What follows belongs to an exercise in optimizing a design on an open flow for small area and a short achievable clock period; a production flow would make more cautious choices.
Where RTL was checked, it was by simulation tests only, not by an equivalence proof against the original.
Power is estimated from default activity; no workload was simulated.

build 65:
## exec_core
module exec_core (
	input  logic                            clk,
	input  logic                            rst_n,
	input  logic                            instr_valid,
	input  logic [exec_pkg::data_w-1:0]     instr,
	input  logic                            dump_start,
	output logic                            busy,
	output logic                            illegal,	 
	output logic                            dump_valid,
	output logic [exec_pkg::reg_addr_w-1:0] dump_addr,
	output logic [exec_pkg::data_w-1:0]     dump_data
);
Size in the first run: roughly 1200 flip-flops, ~0.050 mm2 of cells after synthesis.
export LEC_CHECK = 0
export CAP_MARGIN = 10
export CORE_MARGIN = 2
export CORE_UTILIZATION = 45
export CTS_BUF_LIST = sky130_fd_sc_hd__clkbuf_8
export CTS_CLUSTER_DIAMETER = 50
export CTS_CLUSTER_SIZE = 16
export PLACE_DENSITY = 0.7
export SLEW_MARGIN = 10
create_clock -name core_clock -period 9.0 [get_ports {clk}]
standard.sh (not shown) runs the stock make flow with config.mk's settings and CLKGATE_MAP_FILE= SYNTH_SCRIPT=/design/flow/synth_recipe.tcl, a recipe that flattens the netlist after the stock synthesis.
==> flow/flow/run.sh <==
#!/bin/bash
set -euo pipefail
export SETUP_SLACK_MARGIN=6.0
bash standard.sh > standard.log 2>&1
Build 65 completed every stage of the flow, and the final layout passed the timing, design-rule and antenna checks.
Relative to build 65, the following input files were edited for build 8:
- clearing PLACE_DENSITY, which used to be 0.7
- clearing CTS_CLUSTER_DIAMETER, which used to be 50
- clearing CTS_CLUSTER_SIZE, which used to be 16
- clearing CTS_BUF_LIST, which used to be sky130_fd_sc_hd__clkbuf_8
Results
Build 8: flow completed, timing, DRC and antenna clean
Build 65: done, clean on timing, DRC and antenna
Relative to build 65, the power measured on build 8 has increased by more than 10%.
Against build 65 as the reference, build 8 delivers a lower part of the total power dissipated in combinational logic.
The final critical-path setup slack on build 8 is in line with that on build 65.
Any difference in clock period minus worst slack between build 8 and build 65 is small enough to ignore.
Setup changes, build 8 to build 13
- CORE_UTILIZATION changed from 45 to 52
==> flow/flow/run.sh <==
#!/bin/bash
set -euo pipefail
export SETUP_SLACK_MARGIN=6.0
export CTS_ARGS="-sink_clustering_enable -repair_clock_nets -buf_list sky130_fd_sc_hd__clkbuf_8 -sink_clustering_size 16 -sink_clustering_max_diameter 50 -dont_use_dummy_load"
bash standard.sh > standard.log 2>&1
Results
For power, dividing the value from build 13 by the value from build 8 gives 0.853.
Per the comparison of build 13 with build 8, power dissipated by switching net loads moved down; clock power shows a reduction of 44%; via count essentially unchanged; share of final-layout standard cells stronger than drive strength 1 went down 1.0 points; number of clock buffer instances in the layout fell 51.
Delta (build 13 minus build 8): post-layout minimum cycle time lost 130 ps; fraction of met1 tracks used by global routing increased 5.7 points; met2 wire length rose by 4.0%.
Required time at the worst-slack endpoint: lower on build 8
Of the two candidates, build 8 has the worse overall die area and build 13 the better one.

---

exec_core again, from the RTL that the note above started with.
clock: 9.0 ns
lec_check: 0
cap_margin: 10
core_margin: 2
core_utilization: 45
slew_margin: 10
==> flow/flow/run.sh <==
#!/bin/bash
set -euo pipefail
export SETUP_SLACK_MARGIN=5.8
bash standard.sh > standard.log 2>&1
The starting point completed without violations.
Then changed:
==> flow/flow/run.sh (replaced) <==
#!/bin/bash
set -euo pipefail
export SETUP_SLACK_MARGIN=6.0
bash standard.sh > standard.log 2>&1
--- a/flow/config.mk
+++ b/flow/config.mk
@@ -8,4 +8,7 @@
 export CAP_MARGIN = 10
 export CORE_MARGIN = 2
-export CORE_UTILIZATION = 45
+export CORE_UTILIZATION = 52
+export CTS_BUF_LIST = sky130_fd_sc_hd__clkbuf_8
+export CTS_CLUSTER_DIAMETER = 50
+export CTS_CLUSTER_SIZE = 16
 export SLEW_MARGIN = 10
=>
- The new run finished clean
- global-route usage rose by 5.1 points
- final area went down by about 1.7%
- die area drops by about 13%
- non-clock buffer count rose by 11
- clock skew came out higher by 0.0047 ns
- total power falls by about 8%
- sequential power is about the same
- clock power falls by 25%
- via count goes up by 0.73%
Then changed:
==> flow/flow/run.sh (replaced) <==
#!/bin/bash
set -euo pipefail
export SETUP_SLACK_MARGIN=6.3
bash standard.sh > standard.log 2>&1
--- a/flow/config.mk
+++ b/flow/config.mk
@@ -8,5 +8,5 @@
 export CAP_MARGIN = 10
 export CORE_MARGIN = 2
-export CORE_UTILIZATION = 52
+export CORE_UTILIZATION = 45
 export CTS_BUF_LIST = sky130_fd_sc_hd__clkbuf_8
 export CTS_CLUSTER_DIAMETER = 50
Outcome: Design area went up by 2.5%. Synthesized area does not change. Total power goes up by 0.57%. Global-route usage shrinks by 5.3 points. Critical path depth went up by 12. Utilization shrinks by 6.9 points. Sequential power is about the same. Non-clock buffer count goes up by 60. Cell count grows by 5.6%. Routed wire length goes down by 1.5%.
Then changed:
==> flow/flow/run.sh (replaced) <==
#!/bin/bash
set -euo pipefail
export SETUP_SLACK_MARGIN=6.0
export CTS_ARGS="-sink_clustering_enable -repair_clock_nets -buf_list sky130_fd_sc_hd__clkbuf_8 -sink_clustering_size 16 -sink_clustering_max_diameter 50 -dont_use_dummy_load"
bash standard.sh > standard.log 2>&1
--- a/flow/config.mk
+++ b/flow/config.mk
@@ -9,6 +9,3 @@
 export CORE_MARGIN = 2
 export CORE_UTILIZATION = 45
-export CTS_BUF_LIST = sky130_fd_sc_hd__clkbuf_8
-export CTS_CLUSTER_DIAMETER = 50
-export CTS_CLUSTER_SIZE = 16
 export SLEW_MARGIN = 10
Outcome: The changed run ran to the end with no violations. Cell area came out lower by a few percent. Synthesized cell count does not change. Worst hold slack is worse by 0.024 ns. Die area does not change. Total power came out lower by a few percent. First-iteration DRC count stays flat. Combinational power came out lower by a few percent.

---

oak:
Another version of the RTL of exec_core (not shown whole).
For scale: roughly 1,200 flip-flops, roughly 76 I/O pins.
export LEC_CHECK = 0
export CAP_MARGIN = 10
export CORE_MARGIN = 2
export CORE_UTILIZATION = 45
export CTS_BUF_LIST = sky130_fd_sc_hd__clkbuf_4
export CTS_CLUSTER_DIAMETER = 40
export CTS_CLUSTER_SIZE = 8
export SLEW_MARGIN = 10
create_clock -name core_clock -period 9.0 [get_ports {clk}]
==> flow/flow/run.sh <==
#!/bin/bash
set -euo pipefail
export SETUP_SLACK_MARGIN=6.0
bash standard.sh > standard.log 2>&1
oak was carried through to the last stage, and its layout satisfied the timing, design-rule and antenna checks.
Modified inputs, pine compared to oak
Settings: SETUP_SLACK_MARGIN: unset -> 5.
==> flow/run.sh (new file) <==
#!/bin/bash
# synth_recipe.tcl (not shown) runs the flow's synth.tcl, then flattens the netlist and writes it again
# the make line also repeats each setting of config.mk as NAME=value (left out here)
make -C /OpenROAD-flow-scripts/flow DESIGN_CONFIG=/design/flow/config.mk WORK_HOME=/design/flow/orfs CLKGATE_MAP_FILE= SYNTH_SCRIPT=/design/flow/synth_recipe.tcl finish
removed: flow/flow/run.sh
removed: flow/standard.sh
--- outcome ---
Taking oak as the reference, in pine insertion delay of the later-clocked pin in the worst-skew pair +0.03 ns, final critical-path share of the clock period +5.2 points. Slowest cell on the critical path: sky130_fd_sc_hd__nor3_1 -> pine, sky130_fd_sc_hd__fa_2 -> oak. Any difference in cell area after placement between oak and pine is small enough to ignore. Via count went down by a few percent going from oak to pine. Diff oak -> pine: area fraction in compound gates after synthesis level, routed wire length decreased about 3%, design internal power dropped about 3.2%. For the net switching power figure, pine came in 5.1% lower than oak did. pine gives less non-clock buffer count than oak did. The run showing the smaller final hold slack is oak. Comparing final cell utilization of the core for oak and pine, the smaller number came from pine.
Function was not checked in any run of this note: the RTL went through the layout flow alone.

---

exec_core, a different RTL version from the one above (not shown whole).
Size in the first run: roughly 3400 cells after synthesis, ~1100 flip-flops, ~76 I/O pins, roughly 0.048 mm2 of cells after synthesis.
clock: 9.0 ns
lec_check: 0
cap_margin: 20
core_margin: 2
core_utilization: 40
slew_margin: 20
run.sh (not shown) runs the stock make flow with config.mk's settings and CLKGATE_MAP_FILE= SYNTH_SCRIPT=/design/flow/synth_recipe.tcl, a recipe that flattens the netlist after the stock synthesis.
Stock flow here: none of the scripts above is used.
==> next run, changes <==
CAP_MARGIN = 0   (was 20)
CORE_UTILIZATION = 60   (was 40)
SLEW_MARGIN = 0   (was 20)
What happened: Setup slack degrades by 610 ps. First-iteration DRC count rises by a little under a tenth. Power fell slightly. Clock-buffer cell count increases by 5. Hold slack is worse by 5.5 ps. Core utilization came out higher by 22 points. Die area decreases by a quarter to a third. Wire length is lower by a few percent.
No functional check of the RTL was part of any run of this note.

---

exec_core with an RTL version that a note above also has.
For scale: roughly 1200 flip-flops, ~76 I/O pins, about 50000 sq um of cells after synthesis.
==> flow/config.mk <==
export PLATFORM = sky130hd
export DESIGN_NAME = exec_core
export DESIGN_NICKNAME = exec_core
export VERILOG_FILES = /design/flow/design.v
export SDC_FILE = /design/flow/constraint.sdc
export NUM_CORES = 4
export LEC_CHECK = 0
export CAP_MARGIN = 10
export CORE_MARGIN = 2
export CORE_UTILIZATION = 60
export SLEW_MARGIN = 10
==> flow/constraint.sdc <==
create_clock -name core_clock -period 9.0 [get_ports {clk}]
set_input_delay 1.8000 -clock core_clock [delete_from_list [all_inputs] [get_ports {clk}]]
set_output_delay 1.8000 -clock core_clock [all_outputs]
set_load 0.01 [all_outputs]
standard.sh (not shown) runs the stock make flow with config.mk's settings and CLKGATE_MAP_FILE= SYNTH_SCRIPT=/design/flow/synth_recipe.tcl, a recipe that flattens the netlist after the stock synthesis.
==> flow/flow/run.sh <==
#!/bin/bash
set -euo pipefail
export SETUP_SLACK_MARGIN=6.0
export CTS_ARGS="-sink_clustering_enable -repair_clock_nets -buf_list sky130_fd_sc_hd__clkbuf_8 -sink_clustering_size 16 -sink_clustering_max_diameter 50 -dont_use_dummy_load"
bash standard.sh > standard.log 2>&1
Next try:
Settings changed: CORE_UTILIZATION 60 to 56.
Result: The changed run ran to the end with no violations; design area barely changes; wire length rises by 1.6%; synthesized cell count is unchanged; final cell count rises by 2.0%; via count falls by 1.2%.
Next try:
==> flow/flow/run.sh (replaced) <==
#!/bin/bash
set -euo pipefail
export SETUP_SLACK_MARGIN=6.0
bash standard.sh > standard.log 2>&1
Settings changed: CORE_UTILIZATION 56 to 45, CTS_BUF_LIST from default to sky130_fd_sc_hd__clkbuf_8, CTS_CLUSTER_DIAMETER from default to 50, CTS_CLUSTER_SIZE from default to 16.
Outcome: Via count went down by about 1.1%. Cell area increases by 1.6%. Non-clock buffer count shrinks by 1. Total power goes up by 4.4%. Clock skew goes down by 61 ps. Clock-buffer cell count rises by 2. Utilization fell by 12 points. Hold slack is worse by 9.9 ps. Combinational power falls by about 2%. Critical path depth came out higher by 2. Setup slack is better by 17 ps.

-- port drivers added, routing unchanged --
The flow's constraints put no driver on any port. The routed layouts listed below were extracted and timed again, unchanged, in two steps. Step 1, drivers: a clkbuf_16 drives clk and a buf_2 each remaining input, both assumed. Step 2 moves the port delays by t, midway between the first and last clock arrival at a register: inputs arrive t later, outputs are due t later. That takes back most of the time a late clock gives input paths. Slacks: ideal / step 1 / step 2; pairs: ideal / step 1.
run | t, ns | setup WS [ns] | worst setup path after step 2 | worst data-port slew with drivers (ns) | cell pins on the clock port's net
build 65 | 0.838 | 5.783 / 5.783 / 5.228 | input to register | 0.04 | 1
build 8 | 0.792 | 5.783 / 5.783 / 5.231 | input to register | 0.05 | 1
build 13 | 0.837 | 5.912 / 5.857 / 5.214 | input to register | 0.04 | 1
the first run of note 2 | 0.788 | 5.760 / 5.760 / 5.090 | input to register | 0.04 | 1
the second run of note 2 | 0.857 | 5.907 / 5.841 / 5.159 | input to register | 0.04 | 1
the third run of note 2 | 0.905 | 5.798 / 5.798 / 5.401 | input to register | 0.05 | 1
the fourth run of note 2 | 0.835 | 5.816 / 5.816 / 5.246 | input to register | 0.04 | 1
oak | 1.196 | 5.501 / 5.459 / 4.932 | input to register | 0.05 | 1
pine | 1.201 | 5.034 / 5.019 / 4.204 | input to register | 0.06 | 1
the first run of note 4 | 0.780 | 2.681 / 2.702 / 1.950 | input to register | 0.11 | 1
the second run of note 4 | 0.773 | 2.076 / 2.076 / 1.729 | input to register | 0.05 | 1
the first run of note 5 | 0.826 | 5.834 / 5.834 / 5.235 | input to register | 0.04 | 1
the second run of note 5 | 0.818 | 5.824 / 5.824 / 5.194 | input to register | 0.05 | 1
the third run of note 5 | 0.869 | 5.841 / 5.834 / 5.234 | input to register | 0.04 | 1
After both steps setup and hold are still met in every run listed. The setup slack of pine, which loses most, moves by -0.015 ns with the drivers and by -0.830 ns with both steps.
